Source: an optimization exercise on an open RTL-to-GDS flow (aim: small area, a short achievable clock period and few clock cycles per item). Production flows keep margins and buffers that such runs may drop. Only simulation tests tie the RTL to the original design; equivalence was not proved. Power is estimated from default activity; no workload was simulated.

`flow/config.mk`:
```
export PLATFORM = sky130hd
export DESIGN_NAME = mult_div_ctrl
export DESIGN_NICKNAME = mult_div_ctrl
export VERILOG_FILES = /design/flow/design.v
export SDC_FILE = /design/flow/constraint.sdc
export NUM_CORES = 4
export LEC_CHECK = 0
export ABC_CLOCK_PERIOD_IN_PS = 3500
export CAP_MARGIN = 20
export CORE_MARGIN = 2
export CORE_UTILIZATION = 40
export SLEW_MARGIN = 20
```
`flow/constraint.sdc`:
```
create_clock -name core_clock -period 14.0 [get_ports {clk}]
set_input_delay 2.8000 -clock core_clock [delete_from_list [all_inputs] [get_ports {clk}]]
set_output_delay 2.8000 -clock core_clock [all_outputs]
set_load 0.01 [all_outputs]
```
`flow/design.v`:
```
`timescale 1ns/1ps
module mult_div_ctrl #(
  parameter int DATA_WIDTH = 32,
  parameter int CNT_WIDTH  = 6
) (
  input  logic                      clk,
  input  logic                      rst,
  input  logic                      flush,
  input  logic                      stall_hold,
  input  logic [5:0]                funct,
  input  logic [DATA_WIDTH-1:0]     operand_1,
  input  logic [DATA_WIDTH-1:0]     operand_2,
  output logic                      mult_div_done,
  output logic [2*DATA_WIDTH-1:0]   mult_div_result
);
  localparam logic [2:0] S_IDLE = 3'd0;
  localparam logic [2:0] S_MUL  = 3'd1;
  localparam logic [2:0] S_CORR = 3'd2;
  localparam logic [2:0] S_DPRE = 3'd3;
  localparam logic [2:0] S_DIV  = 3'd4;
  localparam logic [2:0] S_DONE = 3'd5;
  logic [2:0]  r_state;
  logic [2:0]  w_state_next;
  logic        r_done;
  logic [33:0] r_a;       
  logic [31:0] r_b;       
  logic [33:0] r_m;       
  logic        r_bm1;     
  logic [5:0]  r_cnt;
  logic        r_sn;      
  logic        r_negq;    
  logic        r_corr;    
  logic w_is_op, w_is_div, w_signed, w_start;
  assign w_is_op  = (funct[5:2] == 4'b0110);
  assign w_is_div = funct[1];
  assign w_signed = ~funct[0];
  assign w_start  = (r_state == S_IDLE) && w_is_op && !flush;
  logic        w_mul;
  logic [2:0]  w_g0, w_g1;
  logic        w_one0, w_two0, w_neg0, w_one1, w_two1, w_neg1;
  logic [37:0] w_m, w_a, w_x0, w_x1, w_pp0, w_pp1, w_cs_s, w_cs_c, w_sum;
  logic        w_zero, w_ge;
  assign w_mul = (r_state == S_MUL);
  assign w_g0  = {r_b[1], r_b[0], r_bm1};
  assign w_g1  = {r_b[3], r_b[2], r_b[1]};
  assign w_one0 = w_mul ? (w_g0[1] ^ w_g0[0]) : 1'b1;
  assign w_two0 = w_mul & ((w_g0 == 3'b011) | (w_g0 == 3'b100));
  assign w_neg0 = w_mul ? (w_g0[2] & ~(w_g0[1] & w_g0[0]))
                        : ((r_state != S_CORR) & ~r_negq);
  assign w_one1 = w_mul & (w_g1[1] ^ w_g1[0]);
  assign w_two1 = w_mul & ((w_g1 == 3'b011) | (w_g1 == 3'b100));
  assign w_neg1 = w_mul & w_g1[2] & ~(w_g1[1] & w_g1[0]);
  assign w_m  = {{4{r_m[33]}}, r_m};
  assign w_a  = {{4{r_a[33]}}, r_a};
  assign w_x0 = ({38{w_one0}} & w_m) | ({38{w_two0}} & {w_m[36:0], 1'b0});
  assign w_x1 = ({38{w_one1}} & w_m) | ({38{w_two1}} & {w_m[36:0], 1'b0});
  assign w_pp0 = w_x0 ^ {38{w_neg0}};
  assign w_pp1 = {w_x1[35:0] ^ {36{w_neg1}}, w_neg1, w_neg1};
  assign w_cs_s = w_a ^ w_pp0 ^ w_pp1;
  assign w_cs_c = {(w_a[36:0] & w_pp0[36:0]) | (w_a[36:0] & w_pp1[36:0]) | (w_pp0[36:0] & w_pp1[36:0]), w_neg0};
  assign w_sum  = w_cs_s + w_cs_c + {37'd0, w_neg1};
  assign w_zero = (w_sum == 38'd0);
  assign w_ge   = r_sn ? (w_sum[37] | w_zero) : ~w_sum[37];
  function automatic logic [5:0] bitlen(input logic [31:0] x);
    bitlen = 6'd0;
    for (int i = 0; i < 32; i++) if (x[i]) bitlen = i + 1;
  endfunction
  logic [5:0]  w_bn, w_bd, w_k;
  logic [33:0] w_m_align;
  logic        w_dzero;
  assign w_bn      = bitlen(r_b ^ {32{r_sn}}) + {5'd0, r_sn};
  assign w_bd      = bitlen(r_m[31:0] ^ {32{r_m[33]}});
  assign w_k       = w_bn - w_bd;
  assign w_m_align = r_m << w_k;
  assign w_dzero   = (r_m == 34'd0);
  always_comb begin
    w_state_next = r_state;
    case (r_state)
      S_IDLE: if (w_start) w_state_next = w_is_div ? S_DPRE : S_MUL;
      S_MUL:  if (r_cnt == 6'd0) w_state_next = r_corr ? S_CORR : S_DONE;
      S_CORR: w_state_next = S_DONE;
      S_DPRE: w_state_next = (w_dzero || !w_ge) ? S_DONE : S_DIV;
      S_DIV:  if (r_cnt == 6'd0) w_state_next = S_DONE;
      S_DONE: if (!stall_hold) w_state_next = S_IDLE;
      default: w_state_next = S_IDLE;
    endcase
    if (flush) w_state_next = S_IDLE;
  end
  always_ff @(posedge clk or posedge rst) begin
    if (rst) begin
      r_state <= S_IDLE;
      r_done  <= 1'b0;
    end else begin
      r_state <= w_state_next;
      r_done  <= (w_state_next == S_DONE);
    end
  end
  always_ff @(posedge clk) begin
    case (r_state)
      S_IDLE: begin
        r_a    <= w_is_div ? {{2{w_signed & operand_1[31]}}, operand_1} : 34'd0;
        r_m    <= {{2{w_signed & operand_2[31]}}, operand_2};
        r_b    <= operand_1;
        r_bm1  <= 1'b0;
        r_cnt  <= 6'd7;
        r_sn   <= w_signed & operand_1[31];
        r_negq <= w_signed & (operand_1[31] ^ operand_2[31]);
        r_corr <= ~w_signed & operand_1[31];
      end
      S_MUL: begin
        r_a   <= w_sum[37:4];
        r_b   <= {w_sum[3:0], r_b[31:4]};
        r_bm1 <= r_b[3];
        r_cnt <= r_cnt - 6'd1;
      end
      S_CORR: begin
        r_a <= w_sum[33:0];
      end
      S_DPRE: begin
        if (w_dzero) begin
          r_b <= 32'hFFFF_FFFF;
        end else if (!w_ge) begin
          r_b <= 32'd0;
        end else begin
          if (r_negq) r_a <= w_sum[33:0];
          r_b   <= {32{r_negq}};
          r_m   <= w_m_align;
          r_cnt <= w_k;
        end
      end
      S_DIV: begin
        if (w_ge) r_a <= w_sum[33:0];
        r_b   <= {r_b[30:0], w_ge ^ r_negq};
        r_m   <= {r_m[33], r_m[33:1]};
        r_cnt <= r_cnt - 6'd1;
      end
      default: ;
    endcase
  end
  assign mult_div_done   = r_done;
  assign mult_div_result = {r_a[31:0], r_b};
endmodule
```
`flow/run.sh`:
```
#!/bin/bash
# synth_recipe.tcl (not shown) runs the flow's synth.tcl, then flattens the netlist and writes it again
# the make line also repeats each setting of config.mk as NAME=value (left out here)
make -C /OpenROAD-flow-scripts/flow DESIGN_CONFIG=/design/flow/config.mk WORK_HOME=/design/flow/orfs CLKGATE_MAP_FILE= SYNTH_SCRIPT=/design/flow/synth_recipe.tcl finish
```
==> qor.txt <==
STATUS
--------------------------------------------------------------------------------------------------------
Outcome                                                                                     finished clean

FINAL LAYOUT
--------------------------------------------------------------------------------------------------------
Total Nets Final                                                                                    1797
Area Growth Syn to Fin                                                                             15.5%
Number of antenna repair diodes                                                                        0
Ratio of cells with drive above 1 in the final layout                                              6.82%

LOGIC SYNTHESIS
--------------------------------------------------------------------------------------------------------
Sequential element share of the synthesized area                                                   25.2%
Top flip-flop cell by instance count after synthesis                                        sky130_fd_sc_hd__edfxtp_1
Synthesized net count                                                                               1775
Main combinational cell family by area after synthesis                                      compound AO/OA/AOI/OAI gates
Post-synthesis adder-cell area fraction                                                            10.8%
Number of enable flip-flop cells after synthesis                                                     110
Syn avg cell area                                                                               8.41 um2
Post-Synth XOR/XNOR Area                                                                           8.47%
Portion of netlist area occupied by mux cells                                                      4.84%
Count of different cell masters after synthesis                                                       81
Fraction of post-synthesis cell area in the top cell type by area                                  24.4%
#FFs+latches synth                                                                                   114
Post-synth ARST share                                                                              3.51%
Post-synthesis cell count                                                                           1608
Leading cell types by total area after synthesis                                            sky130_fd_sc_hd__edfxtp_1, sky130_fd_sc_hd__xnor2_1, sky130_fd_sc_hd__a22oi_1, sky130_fd_sc_hd__fa_1, sky130_fd_sc_hd__ha_1
Area fraction in and, or, nand and nor cells after synthesis                                       16.8%
Cell accounting for the most synthesized area                                               sky130_fd_sc_hd__edfxtp_1
Yosys warning total                                                                                    1
Area of the mapped netlist                                                                     13500 um2
Compound-cell area share of the yosys netlist                                                      27.0%

PLACE
--------------------------------------------------------------------------------------------------------
Worst slack at placement                                                                         5460 ps
HPWL Detailed                                                                                    35.8 mm
I/O Buffers                                                                                          138
Gpl congestion                                                                                     0.961

TIMING
--------------------------------------------------------------------------------------------------------
Post-Route Skew                                                                                  16.6 ps
Fraction of the cycle the final worst path needs                                                   59.2%
Fin crit period                                                                                  8280 ps
Count of final hold-check violations                                                                   0
Worst-Margin Slew                                                                                 861 ps
Unrepaired setup endpoints after global routing                                                       no
Highest achievable clock rate                                                                    121 MHz
Setup TNS                                                                                           0 ps
Setup violations, final                                                                                0
Tightest slew margin relative to the limit                                                         42.6%
Worst Slack Setup Final                                                                          5720 ps
Final Slew Violations                                                                                  0

DETAILED ROUTING
--------------------------------------------------------------------------------------------------------
Via Count                                                                                          13242
WL final                                                                                         49.4 mm
Antenna-violating nets left                                                                            0
DRC violations left                                                                                    0
DRC marker count from the first detailed-route iteration                                            1591
Per-cell routed wire length                                                                      23.6 um
Average via count per standard cell                                                                 6.33
First-pass detailed-route iteration total                                                              6

FLOORPLAN
--------------------------------------------------------------------------------------------------------
Area of the die                                                                                35300 um2
Placement row count                                                                                   67
Chip Width                                                                                        188 um
DIE HEIGHT                                                                                        188 um
Placeable core region                                                                          33400 um2
Top-level port count                                                                                 139
Starting utilization of the core area                                                              40.4%

CRITICAL PATH
--------------------------------------------------------------------------------------------------------
Type of element launching the critical path                                                     register
Crit path max fanout                                                                                  34
Critical path, cell by cell                                                                 nor3b_4 > nand2_2 > a22oi_1 > xnor2_1 > fa_1 > ha_1 > and3_4 > nor3b_2 > o211ai_1 > a2111oi_0 > nor2_1 > xnor2_2 > or4_1 > or4_1 > or4_1 > or4_4 > nand2_2 > ha_1 > nand2_1 > nand3_1 > buf_4 > a21oi_1 > o21ai_0 > o21a_1
Crit. End Element                                                                               register
Startpoint-to-endpoint class of the critical path                                                reg2reg
Slowest cell on the critical path                                                           sky130_fd_sc_hd__dfrtp_1
Largest incremental delay on the critical path                                                    660 ps
Data required time of the critical path                                                         14310 ps
Worst endpoint data arrival time                                                                 8590 ps
Dominant cell type by count on the critical path                                            sky130_fd_sc_hd__or4_1

GRT
--------------------------------------------------------------------------------------------------------
Global-route total usage across every layer                                                        27.6%
Initial antenna violation count                                                                        0
Pin count of the biggest net entering global routing                                                  70
Number of global-route vias before repair                                                          12286
Wire length of the first global-routing pass                                                     75.2 mm
Sum of overflow across all layers after global routing                                                 0

CLOCKING
--------------------------------------------------------------------------------------------------------
Clk buf depth                                                                                          2
Cts-stage hold buffer count                                                                            0
CTS-repair resized insts                                                                               0
TritonCTS clock tree                                                                               built
# H-tree levels                                                                                        4
Root Buffer                                                                                 sky130_fd_sc_hd__clkbuf_16
Number of clock sinks seen by CTS                                                                    114
Total CTS buffers                                                                                     17
Number of setup buffers added after CTS                                                                0
Worst-Skew Late Latency                                                                           440 ps
Post-CTS clock slew at the launch and capture registers of the worst setup and hold paths          60 ps

PWR
--------------------------------------------------------------------------------------------------------
Power consumption                                                                                2.41 mW
PD cells                                                                                      155 nW/um2
Leak Pwr                                                                                         6.08 nW
Worst vdd ir                                                                                  0.000102 V

JOB
--------------------------------------------------------------------------------------------------------
Max-cap violation count                                                                                0

MIN PATH
--------------------------------------------------------------------------------------------------------
Tightest Hold Check Type                                                                         reg2reg

## critical path: cells and delay by family (launching register included)
family,cells,cell delay (ps)
adder cells (fa/ha/maj),3,1040
flip-flops,1,660
XOR/XNOR,2,360
buffers and inverters,1,350
AND/OR/NAND/NOR,12,4210
AO/OA/AOI/OAI,6,1490
## logic make-up (layout without fill, tap and decap cells)
| kind of cell | count (synthesis) | after routing |
|---|---|---|
| AO/OA/AOI/OAI | 522 | 522 |
| AND/OR/NAND/NOR | 490 | 490 |
| buffers and inverters | 215 | 250 |
| XOR/XNOR | 129 | 129 |
| flip-flops | 114 | 114 |
| adder cells (fa/ha/maj) | 93 | 93 |
| multiplexers | 45 | 45 |
## placed cells by master, fill, tap and decap left out, types with 30 or more instances in the layout
cell	n
sky130_fd_sc_hd__nor2_1	148
sky130_fd_sc_hd__fa_1	38
sky130_fd_sc_hd__clkdlybuf4s50_1	138
sky130_fd_sc_hd__edfxtp_1	110
sky130_fd_sc_hd__ha_1	54
sky130_fd_sc_hd__o21ai_0	85
sky130_fd_sc_hd__a22oi_1	115
sky130_fd_sc_hd__xnor2_1	101
sky130_fd_sc_hd__inv_1	52
sky130_fd_sc_hd__nand2_1	155
sky130_fd_sc_hd__a21o_1	30
sky130_fd_sc_hd__nand3_1	37
sky130_fd_sc_hd__a221oi_1	34
sky130_fd_sc_hd__a21oi_1	79
## through the flow
stage	instances	cell area, um2	util (%)	hold slack [ps]
after floorplan	1608	13500	-	513
after CTS	2091	15600	46.7	591
after global routing	2091	15600	46.7	615
after global placement	2059	15000	44.8	571
after detailed placement	2059	15000	44.8	579
final	2091	15600	46.7	586
## path summary, 6_finish.rpt
path                             from    endpoint  slack [ps]  cells past startpoint
hold / removal                 r_corr  r_state[1]         590                      2
setup / recovery           r_state[1]     r_b[28]        5720                     24
min in group asynchronous         rst  r_state[2]        2540                      2
setup reg to reg           r_state[1]     r_b[28]        5720                     24
hold reg to reg                r_corr  r_state[1]         590                      2
max in group asynchronous         rst  r_state[1]       11290                      2
## routing by layer
metal / track usage (%) / routed length [um] / vias to the layer above
met5: 0 / 0 / -
met4: 8.78 / 1260 / 0
met3: 5.33 / 4600 / 69
met2: 41.3 / 21700 / 724
met1: 39.9 / 21900 / 6412
li1: - / - / 6037
## layout make-up
class | count | area [um2]
clock buffers | 18 | 429
clock inverters | 14 | 189
fillers | 3306 | 17800
inverters | 53 | 199
multi-input cells | 1279 | 9250
flip-flops and latches | 114 | 3400
well taps | 448 | 561
repair buffers | 165 | 1580
## power breakdown
part           switching [mW]  internal, mW  leakage (nW)
registers              0.0706         0.408          1.26
logic                   0.917         0.536          4.54
clock network           0.187         0.297         0.286
total                    1.17          1.24          6.08
## flip-flops by register name, indices dropped and copies added (netlist names)
name     flops
r_done       1
r_m         34
r_corr       1
r_sn         1
r_negq       1
r_cnt        6
r_state      3
r_b         32
r_bm1        1
r_a         34
## cells in the mapped netlist, drive strengths merged, types with 28 or more instances
cell type and instances:
a21o 31, a21oi 82, a221oi 34, a22oi 115, buf 48, clkbuf 114, edfxtp 110, fa 39
ha 54, inv 52, nand2 158, nand3 37, nor2 151, nor3 28, o21ai 88, xnor2 105
Testbench counts, summed over its fixed seeds: cycles 20,135, items 2,048.

## static timing again, ports no longer ideal
Ports are ideal in the flow. The routed layout listed here was re-timed in OpenROAD. Step 1, drivers: a clkbuf_16 drives clk and a buf_2 each remaining input, both assumed. Step 2 adds t to the input delays and takes it off the output delays; t is the mean of the earliest and latest rising clock arrival at the registers after step 1. Input paths then give back, and output paths get back, about the clock's delay inside the block. Slacks: ideal / step 1 / step 2; pairs: ideal / step 1.
t (ns): 0.489
setup slack, ns: 5.716 / 5.716 / 5.716
hold slack, ns: 0.586 / 0.586 / 0.586
After both steps setup and hold are still met in this run. The setup slack of this run moves by 0.000 ns with the drivers and by 0.000 ns with both steps.
